Source: an optimization exercise on an open RTL-to-GDS flow (aim: small area). Production flows keep margins and buffers that such runs may drop.
The RTL was checked by simulation tests, not by an equivalence proof against the original design.
Power is estimated from default activity; no workload was simulated.

==> flow/design.v <==
package synth_pkg;
    localparam int num_voices = 4;
    localparam int midi_w     = 7;
    localparam int sample_w   = 8;
    localparam int phase_w    = 16;
    typedef enum logic [1:0] {
        wave_saw      = 2'd0,
        wave_square   = 2'd1,
        wave_triangle = 2'd2
    } waveform_t;
    localparam logic [midi_w-1:0] cc_waveform     = 7'd70;
    localparam logic [midi_w-1:0] cc_square_min   = 7'd43;
    localparam logic [midi_w-1:0] cc_triangle_min = 7'd86;
    function automatic logic [phase_w-1:0] note_incr(input logic [midi_w-1:0] note);
        logic [3:0]         octave;
        logic [3:0]         semi;
        logic [phase_w-1:0] base;
        octave = 4'(note / 7'd12);
        semi   = 4'(note % 7'd12);
        case (semi)
            4'd0:    base = 16'd16384;
            4'd1:    base = 16'd17358;
            4'd2:    base = 16'd18391;
            4'd3:    base = 16'd19484;
            4'd4:    base = 16'd20643;
            4'd5:    base = 16'd21870;
            4'd6:    base = 16'd23170;
            4'd7:    base = 16'd24548;
            4'd8:    base = 16'd26008;
            4'd9:    base = 16'd27554;
            4'd10:   base = 16'd29193;
            default: base = 16'd30929;
        endcase
        note_incr = base >> (4'd10 - octave);
    endfunction
endpackage
`timescale 1ns/1ps
module uart_rx #(
    parameter int clks_per_bit = 8
) (
    input  logic       clk,
    input  logic       rst_n,
    input  logic       di,
    output logic [7:0] byte_data,
    output logic       byte_valid
);
    localparam int cnt_w = $clog2(clks_per_bit);
    localparam logic [cnt_w-1:0] cnt_full = cnt_w'(clks_per_bit - 1);
    localparam logic [cnt_w-1:0] cnt_half = cnt_w'(clks_per_bit / 2 - 1);
    typedef enum logic [1:0] {st_idle, st_start, st_data, st_stop} state_t;
    state_t           state;
    logic [cnt_w-1:0] cnt;
    logic [2:0]       bit_idx;
    logic [1:0]       di_sync;
    logic [7:0]       shift;
    logic             rx;
    logic             take_bit;
    assign rx        = di_sync[1];
    assign take_bit  = (state == st_data) && (cnt == cnt_full);
    assign byte_data = shift;
    always_ff @(posedge clk) begin
        if (!rst_n) begin
            state      <= st_idle;
            cnt        <= '0;
            bit_idx    <= '0;
            di_sync    <= 2'b11;
            byte_valid <= 1'b0;
        end else begin
            di_sync    <= {di_sync[0], di};
            byte_valid <= 1'b0;
            case (state)
                st_idle: begin
                    cnt <= '0;
                    if (!rx) state <= st_start;
                end
                st_start: begin
                    if (cnt == cnt_half) begin
                        cnt     <= '0;
                        bit_idx <= '0;
                        state   <= rx ? st_idle : st_data;
                    end else begin
                        cnt <= cnt + 1'b1;
                    end
                end
                st_data: begin
                    if (take_bit) begin
                        cnt     <= '0;
                        bit_idx <= bit_idx + 1'b1;
                        if (bit_idx == 3'd7) state <= st_stop;
                    end else begin
                        cnt <= cnt + 1'b1;
                    end
                end
                default: begin
                    if (cnt == cnt_full) begin
                        byte_valid <= rx;
                        state      <= st_idle;
                    end else begin
                        cnt <= cnt + 1'b1;
                    end
                end
            endcase
        end
    end
    always_ff @(posedge clk) begin
        if (take_bit) shift <= {rx, shift[7:1]};
    end
endmodule
`timescale 1ns/1ps
module midi_parser (
    input  logic                        clk,
    input  logic                        rst_n,
    input  logic [3:0]                  channel,
    input  logic [7:0]                  byte_data,
    input  logic                        byte_valid,
    output logic [synth_pkg::midi_w-1:0] note_num,
    output logic [synth_pkg::midi_w-1:0] note_vel,
    output logic [synth_pkg::midi_w-1:0] cc_num,
    output logic [synth_pkg::midi_w-1:0] cc_val,
    output logic                        note_on,
    output logic                        note_off,
    output logic                        cc_valid
);
    typedef enum logic [1:0] {rs_none, rs_note_on, rs_note_off, rs_cc} run_t;
    run_t              run;
    logic              have_first;
    logic [synth_pkg::midi_w-1:0] first_byte;
    logic              is_status;
    logic              is_data;
    assign is_status = byte_valid && byte_data[7] && (byte_data < 8'hF8);
    assign is_data   = byte_valid && !byte_data[7] && (run != rs_none);
    always_ff @(posedge clk) begin
        if (!rst_n) begin
            run        <= rs_none;
            have_first <= 1'b0;
            note_on    <= 1'b0;
            note_off   <= 1'b0;
            cc_valid   <= 1'b0;
        end else begin
            note_on  <= 1'b0;
            note_off <= 1'b0;
            cc_valid <= 1'b0;
            if (is_status) begin
                have_first <= 1'b0;
                if (byte_data[3:0] != channel) begin
                    run <= rs_none;
                end else begin
                    case (byte_data[7:4])
                        4'h9:    run <= rs_note_on;
                        4'h8:    run <= rs_note_off;
                        4'hB:    run <= rs_cc;
                        default: run <= rs_none;
                    endcase
                end
            end else if (is_data) begin
                have_first <= !have_first;
                if (have_first) begin
                    case (run)
                        rs_note_on: begin
                            note_on  <= (byte_data[6:0] != '0);
                            note_off <= (byte_data[6:0] == '0);
                        end
                        rs_note_off: note_off <= 1'b1;
                        default:     cc_valid <= 1'b1;
                    endcase
                end
            end
        end
    end
    always_ff @(posedge clk) begin
        if (is_data && !have_first) first_byte <= byte_data[6:0];
        if (is_data && have_first) begin
            note_num <= first_byte;
            note_vel <= byte_data[6:0];
            cc_num   <= first_byte;
            cc_val   <= byte_data[6:0];
        end
    end
endmodule
`timescale 1ns/1ps
module voice_alloc (
    input  logic                            clk,
    input  logic                            rst_n,
    input  logic [synth_pkg::midi_w-1:0]     note_num,
    input  logic [synth_pkg::midi_w-1:0]     note_vel,
    input  logic                            note_on,
    input  logic                            note_off,
    output logic [synth_pkg::num_voices-1:0][synth_pkg::midi_w-1:0]     voice_note,
    output logic [synth_pkg::num_voices-1:0][synth_pkg::midi_w-1:0]     voice_vel,
    output logic [synth_pkg::num_voices-1:0] voice_active
);
    localparam int idx_w = $clog2(synth_pkg::num_voices);
    logic [idx_w-1:0] free_idx;
    logic             free_found;
    logic [idx_w-1:0] off_idx;
    logic             off_found;
    always_comb begin
        free_idx   = '0;
        free_found = 1'b0;
        off_idx    = '0;
        off_found  = 1'b0;
        for (int i = synth_pkg::num_voices - 1; i >= 0; i--) begin
            if (!voice_active[i]) begin
                free_idx   = idx_w'(i);
                free_found = 1'b1;
            end
            if (voice_active[i] && (voice_note[i] == note_num)) begin
                off_idx   = idx_w'(i);
                off_found = 1'b1;
            end
        end
    end
    always_ff @(posedge clk) begin
        if (!rst_n) begin
            voice_active <= '0;
        end else if (note_on && free_found) begin
            voice_active[free_idx] <= 1'b1;
        end else if (note_off && off_found) begin
            voice_active[off_idx] <= 1'b0;
        end
    end
    always_ff @(posedge clk) begin
        if (note_on && free_found) begin
            voice_note[free_idx] <= note_num;
            voice_vel[free_idx]  <= note_vel;
        end
    end
endmodule
`timescale 1ns/1ps
module synth_ctrl_regs (
    input  logic                        clk,
    input  logic                        rst_n,
    input  logic [synth_pkg::midi_w-1:0] cc_num,
    input  logic [synth_pkg::midi_w-1:0] cc_val,
    input  logic                        cc_valid,
    output synth_pkg::waveform_t        waveform
);
    always_ff @(posedge clk) begin
        if (!rst_n) begin
            waveform <= synth_pkg::wave_saw;
        end else if (cc_valid && (cc_num == synth_pkg::cc_waveform)) begin
            if (cc_val >= synth_pkg::cc_triangle_min) begin
                waveform <= synth_pkg::wave_triangle;
            end else if (cc_val >= synth_pkg::cc_square_min) begin
                waveform <= synth_pkg::wave_square;
            end else begin
                waveform <= synth_pkg::wave_saw;
            end
        end
    end
endmodule
`timescale 1ns/1ps
module osc_bank #(
    parameter int sample_div = 64
) (
    input  logic                            clk,
    input  logic                            rst_n,
    input  logic [synth_pkg::num_voices-1:0][synth_pkg::midi_w-1:0]     voice_note,
    input  logic [synth_pkg::num_voices-1:0][synth_pkg::midi_w-1:0]     voice_vel,
    input  logic [synth_pkg::num_voices-1:0] voice_active,
    input  synth_pkg::waveform_t            waveform,
    output logic [synth_pkg::num_voices-1:0][synth_pkg::sample_w-1:0]   voice_sample,
    output logic                            sample_tick
);
    localparam int div_w = $clog2(sample_div);
    localparam logic [div_w-1:0] div_last = div_w'(sample_div - 1);
    logic [div_w-1:0]    div_cnt;
    logic [synth_pkg::num_voices-1:0][synth_pkg::phase_w-1:0]  phase;
    logic [synth_pkg::num_voices-1:0][synth_pkg::sample_w-1:0] scaled;
    always_ff @(posedge clk) begin
        if (!rst_n) begin
            div_cnt     <= '0;
            sample_tick <= 1'b0;
        end else begin
            div_cnt     <= (div_cnt == div_last) ? '0 : div_cnt + 1'b1;
            sample_tick <= (div_cnt == div_last);
        end
    end
    always_comb begin
        logic [synth_pkg::sample_w-1:0]        top;
        logic [synth_pkg::sample_w-1:0]        shaped;
        logic [synth_pkg::sample_w+synth_pkg::midi_w-1:0] prod;
        for (int v = 0; v < synth_pkg::num_voices; v++) begin
            top = phase[v][synth_pkg::phase_w-1 -: synth_pkg::sample_w];
            case (waveform)
                synth_pkg::wave_square:   shaped = {synth_pkg::sample_w{top[synth_pkg::sample_w-1]}};
                synth_pkg::wave_triangle: shaped = top[synth_pkg::sample_w-1] ? {~top[synth_pkg::sample_w-2:0], 1'b0}
                                                        : {top[synth_pkg::sample_w-2:0], 1'b0};
                default:       shaped = top;
            endcase
            prod      = shaped * voice_vel[v];
            scaled[v] = prod[synth_pkg::midi_w +: synth_pkg::sample_w];
        end
    end
    always_ff @(posedge clk) begin
        if (!rst_n) begin
            for (int v = 0; v < synth_pkg::num_voices; v++) begin
                phase[v]        <= '0;
                voice_sample[v] <= '0;
            end
        end else begin
            for (int v = 0; v < synth_pkg::num_voices; v++) begin
                if (!voice_active[v]) begin
                    phase[v]        <= '0;
                    voice_sample[v] <= '0;
                end else if (sample_tick) begin
                    phase[v]        <= phase[v] + synth_pkg::note_incr(voice_note[v]);
                    voice_sample[v] <= scaled[v];
                end
            end
        end
    end
endmodule
`timescale 1ns/1ps
module mixer (
    input  logic                          clk,
    input  logic                          rst_n,
    input  logic [synth_pkg::num_voices-1:0][synth_pkg::sample_w-1:0] voice_sample,
    input  logic                          sample_tick,
    input  logic                          sample_ready,
    output logic [synth_pkg::sample_w-1:0] sample,
    output logic                          sample_valid
);
    localparam int sum_w = synth_pkg::sample_w + $clog2(synth_pkg::num_voices);
    logic [sum_w-1:0] sum;
    logic             load;
    always_comb begin
        sum = '0;
        for (int v = 0; v < synth_pkg::num_voices; v++) begin
            sum = sum + sum_w'(voice_sample[v]);
        end
    end
    assign load = sample_tick && (!sample_valid || sample_ready);
    always_ff @(posedge clk) begin
        if (!rst_n) begin
            sample_valid <= 1'b0;
        end else if (load) begin
            sample_valid <= 1'b1;
        end else if (sample_ready) begin
            sample_valid <= 1'b0;
        end
    end
    always_ff @(posedge clk) begin
        if (load) sample <= sum[sum_w-1 -: synth_pkg::sample_w];
    end
endmodule
`timescale 1ns/1ps
module synth_top #(
    parameter int clks_per_bit = 8,
    parameter int sample_div   = 64
) (
    input  logic                            clk,
    input  logic                            rst_n,
    input  logic                            di,
    input  logic [3:0]                      channel,
    output logic [synth_pkg::sample_w-1:0]   sample,
    output logic                            sample_valid,
    input  logic                            sample_ready,
    output logic [synth_pkg::num_voices-1:0] voice_active
);
    logic [7:0]          byte_data;
    logic                byte_valid;
    logic [synth_pkg::midi_w-1:0]   note_num;
    logic [synth_pkg::midi_w-1:0]   note_vel;
    logic [synth_pkg::midi_w-1:0]   cc_num;
    logic [synth_pkg::midi_w-1:0]   cc_val;
    logic                note_on;
    logic                note_off;
    logic                cc_valid;
    logic [synth_pkg::num_voices-1:0][synth_pkg::midi_w-1:0]   voice_note;
    logic [synth_pkg::num_voices-1:0][synth_pkg::midi_w-1:0]   voice_vel;
    logic [synth_pkg::num_voices-1:0][synth_pkg::sample_w-1:0] voice_sample;
    logic                sample_tick;
    synth_pkg::waveform_t           waveform;
    uart_rx #(
        .clks_per_bit(clks_per_bit)
    ) i_uart_rx (
        .clk(clk), .rst_n(rst_n), .di(di),
        .byte_data(byte_data), .byte_valid(byte_valid)
    );
    midi_parser i_midi_parser (
        .clk(clk), .rst_n(rst_n), .channel(channel),
        .byte_data(byte_data), .byte_valid(byte_valid),
        .note_num(note_num), .note_vel(note_vel),
        .cc_num(cc_num), .cc_val(cc_val),
        .note_on(note_on), .note_off(note_off), .cc_valid(cc_valid)
    );
    voice_alloc i_voice_alloc (
        .clk(clk), .rst_n(rst_n),
        .note_num(note_num), .note_vel(note_vel),
        .note_on(note_on), .note_off(note_off),
        .voice_note(voice_note), .voice_vel(voice_vel), .voice_active(voice_active)
    );
    synth_ctrl_regs i_synth_ctrl_regs (
        .clk(clk), .rst_n(rst_n),
        .cc_num(cc_num), .cc_val(cc_val), .cc_valid(cc_valid),
        .waveform(waveform)
    );
    osc_bank #(
        .sample_div(sample_div)
    ) i_osc_bank (
        .clk(clk), .rst_n(rst_n),
        .voice_note(voice_note), .voice_vel(voice_vel), .voice_active(voice_active),
        .waveform(waveform),
        .voice_sample(voice_sample), .sample_tick(sample_tick)
    );
    mixer i_mixer (
        .clk(clk), .rst_n(rst_n),
        .voice_sample(voice_sample), .sample_tick(sample_tick),
        .sample_ready(sample_ready), .sample(sample), .sample_valid(sample_valid)
    );
endmodule
==> flow/run.sh <==
#!/bin/bash
# synth_recipe.tcl (not shown) runs the flow's synth.tcl, then flattens the netlist and writes it again
# the make line also repeats each setting of config.mk as NAME=value (left out here)
make -C /OpenROAD-flow-scripts/flow DESIGN_CONFIG=/design/flow/config.mk WORK_HOME=/design/flow/orfs CLKGATE_MAP_FILE= SYNTH_SCRIPT=/design/flow/synth_recipe.tcl finish
==> flow/config.mk <==
export PLATFORM = sky130hd
export DESIGN_NAME = synth_top
export DESIGN_NICKNAME = synth_top
export VERILOG_FILES = /design/flow/design.v
export SDC_FILE = /design/flow/constraint.sdc
export NUM_CORES = 4
export LEC_CHECK = 0
export CAP_MARGIN = 20
export CORE_MARGIN = 2
export CORE_UTILIZATION = 40
export SLEW_MARGIN = 20
==> flow/constraint.sdc <==
create_clock -name core_clock -period 10.0 [get_ports {clk}]
set_input_delay 2.0000 -clock core_clock [delete_from_list [all_inputs] [get_ports {clk}]]
set_output_delay 2.0000 -clock core_clock [all_outputs]
set_load 0.01 [all_outputs]
==> run_results.csv <==
group,metric,value,unit
outcome,outcome,"complete, no violations",
setup_path,crit_top_cell,"xnor2_1",
run,cap_violations,0,
cts,cts-buffers-inserted,29,
sta,fmax,143,MHz
grt,grt-ovfl-total,0,
sta,slew_viol_final,0,
sta,period_share,70.1,%
synth,syn_area_per_cell,8.03,um^2
die,dieArea,67200,um^2
setup_path,crit_path_top_delay_cell,"xnor2_1",
pwr,vdd.ir_drop.worst,0.000132,V
cells_and_area,area_growth,6.43,%
cells_and_area,final_core_util,43.0,%
cts,clkTransAtPathRegs,0.07,ns
sta,finalSetupTns,0,ns
setup_path,cpPeakStageDelay,0.82,ns
setup_path,crit_family,"compound AO/OA/AOI/OAI gates",
cells_and_area,drive_above_1_share,4.24,%
setup_path,critPathKind,"reg -> reg",
synth,yosysSeqAreaShare,20.5,%
drt,wirelength,68300,um
synth,synth_top_flop_cell,"dfxtp_1",
placed_design,dp_hpwl,50600,um
cts,cts_max_level,1,
drt,wl_met1,34000,um
placed_design,placed_cell_area,26800,um^2
grt,grt_max_degree,55,
sta,timing.slew.headroom,31.8,%
pwr,p_leak,0.0121,uW
cells_and_area,fin_area,27700,um^2
synth,synthDistinctLibCells,102,
cells_and_area,antennaDiodeCount,0,
setup_path,worstPathArrival,7.46,ns
drt,remaining_drc_errors,0,
synth,synthCells,3245,
hold_path,hold_class,"reg -> reg",
drt,drt_pass1_iterations,5,
cells_and_area,layout_commonest_cell,"nand2_1",
cts,hold_buffers,0,
synth,synth_edf_count,93,
synth,async_reset_ff_share,0,%
grt,antenna_found_initial,0,
setup_path,worst-path-buf-inv,2,
setup_path,worstPathRequired,10.45,ns
sta,min_period,7.01,ns
die,core-area,64500,um^2
die,num_rows,93,
cts,clock_tree.root_cell,"clkbuf_16",
pwr,finalPower,2040,uW
cells_and_area,nFillCells,6545,
synth,ys_ff_latch,220,
drt,drt-vias-per-instance,5.59,
cells_and_area,fin_nets,3523,
drt,detail-route-antenna-nets,0,
sta,hold_viol,0,
drt,top_layer_used,"met4",
cells_and_area,mostFrequentLayoutCells,"nand2_1 (398), inv_1 (277), ha_1 (249), nor2_1 (219), o21ai_0 (207)",
sta,tightest_slew,1.02,ns
cts,cts_tree,"done",
die,dieWidth,259,um
cts,post_cts_buffers,0,
sta,fin_skew,0.0172,ns
sta,setup_viol,0,
setup_path,crit_chain,"xnor2_1, o32a_1, nand2_1, nor2_2, inv_2, ha_1, xnor2_1, nand2_1, a2111oi_0, o32ai_1, o311a_1, o211ai_1, ha_1, inv_1, fa_1, nor2b_1, o21a_1, o21ai_0, a211oi_1, nor2_1, o21ai_0, xnor2_1, o22ai_1",
die,die_h,259,um
grt,grt_pass1_wl,111000,um
drt,first_iter_violations,1710,
cts,clk-insertion-delay-late,0.59,ns
placed_design,gp_routability_congestion,0.885,
setup_path,crit_path_max_fanout,25,
grt,grt_pass1_vias,21100,
drt,wl_met2,30100,um
cts,cts-resized-gates,0,
synth,ys_warn_count,6,
die,ios,21,
synth,syn_area,26100,um^2
pwr,powerDensity,73.6,nW/um^2
cts,clock_path_buffers,3,
synth,syn_nets,3628,
drt,num_vias,22400,
drt,met3WireLength,3310,um
hold_path,min-delay-start,"i_uart_rx.di_sync[0]$_SDFF_PN1_",
die,initial_core_util,40.4,%
drt,wl_per_cell,17.0,um
setup_path,r2r_start,"i_voice_alloc.voice_note[18]$_DFFE_PP_",
setup_path,worstSetupStartpoint,"i_voice_alloc.voice_note[18]$_DFFE_PP_",
setup_path,critPathCaptureType,"flop",
cts,clock_sinks,220,
placed_design,io_buffers,20,
setup_path,startpoint_type,"flop",
sta,rsz0062_at_grt,"no",
grt,grt.total_usage,19.9,%
sequential cells by signal, indices dropped and copies added (netlist names), 3 cells and up:
register                    cells
i_uart_rx.shift                 8
i_uart_rx.cnt                   3
i_mixer.sample                  8
i_osc_bank.div_cnt              6
i_osc_bank.phase               64
i_voice_alloc.voice_note       28
i_voice_alloc.voice_vel        28
i_midi_parser.note_num          7
i_voice_alloc.voice_active      4
i_osc_bank.voice_sample        32
i_midi_parser.note_vel          7
i_uart_rx.bit_idx               3
i_midi_parser.first_byte        7
final cells by class:
type | instances | area (um^2) | share of cell area, %
timing repair buffer | 45 | 388 | 1.40
sequential | 220 | 5340 | 19.2
inverter | 284 | 1070 | 3.84
tap | 855 | 1070 | 3.86
clock inverter | 17 | 208 | 0.748
clock buffer | 37 | 766 | 2.76
multi-input combinational | 2560 | 18900 | 68.2
layer usage:
metal  vias to the layer above  global-route usage, %
li1                      11200                      -
met1                     10700                   29.3
met2                       501                   31.5
met3                        53                   2.58
met4                         0                   2.89
met5                         -                      0
path summary, 6_finish.rpt:
check,slack [ns],cells past startpoint,endpoint
max,2.99,23,i_osc_bank.phase[44]$_SDFFE_PN0P_
min,0.41,1,i_uart_rx.di_sync[1]$_SDFF_PN1_
min reg2reg,0.41,1,i_uart_rx.di_sync[1]$_SDFF_PN1_
max reg2reg,2.99,23,i_osc_bank.phase[44]$_SDFFE_PN0P_
Yosys cell counts (all sizes together) (11+ instances only):
library cell  count  share of area (%)
o21ai           209                4.0
and2            100                2.4
or3              18               0.43
a211oi           45                1.3
nand2           398                5.7
a211o            14               0.47
a21o             68                2.0
a21oi           165                3.2
xor2             58                2.0
a31oi            41               0.98
and3             20               0.48
or2              15               0.36
o31ai            20               0.58
fa              125                9.6
nor3b            24               0.71
o21bai           28               0.81
a22oi            15               0.43
nand3b           16               0.46
o21a             33               0.95
xnor2            91                3.1
nor2b            55                1.3
buf              80                1.5
dfxtp           127                9.8
edfxtp           93                 11
mux2i            67                2.6
a311oi           11               0.42
ha              250                 12
nor4             15               0.41
nor3             46               0.90
a2bb2oi          11               0.37
o221ai           12               0.40
nand2b           42                1.0
o211ai           27               0.78
inv             280                4.0
nor2            221                3.2
clkbuf          101                1.5
nand3            49               0.94
mux2             18               0.82
o22ai            43                1.0
nand4            24               0.58
logic make-up after synthesis:
group	after synthesis	share of synthesized area (%)
simple gates	1091	20.6
compound gates	858	21.7
fa+ha+maj	376	21.6
xor+xnor	149	5.03
flops	220	20.5
mux	86	3.48
buf+inv	465	7.03
power breakdown:
group	internal [uW]	switching [uW]
Clock	628	454
Combinational	10.8	16.6
Sequential	931	2.48
per-stage QoR:
stage / cells / setup slack, ns / hold slack, ns
floorplan: 3245 / 4.05 / 0.386
global placement: 3964 / 3.31 / 0.389
detailed placement: 3964 / 3.17 / 0.405
CTS: 4018 / 3.09 / 0.417
global route: 4018 / 2.41 / 0.429
finish: 4018 / 2.99 / 0.415

==> static timing again, ports no longer ideal <==
Ports are ideal in the flow. The routed layout listed here was re-timed in OpenROAD. Step 1, drivers: a clkbuf_16 drives clk and a buf_2 each remaining input, both assumed. Step 2 times the ports against the registers' clock, not the clock port: input delays grow and output delays shrink by t, the midpoint of the rising clock arrivals with the driver on. Three values: no drivers, after step 1, after step 2; two values: the first two.
shift t [ns]: 0.644
setup slack, ns: 2.993 / 2.993 / 2.993
worst slew at a driven data input, ns: 0.04
After both steps setup and hold are still met in this run. For this run, drivers alone change the setup slack by 0.000 ns; drivers and shift together by 0.000 ns.
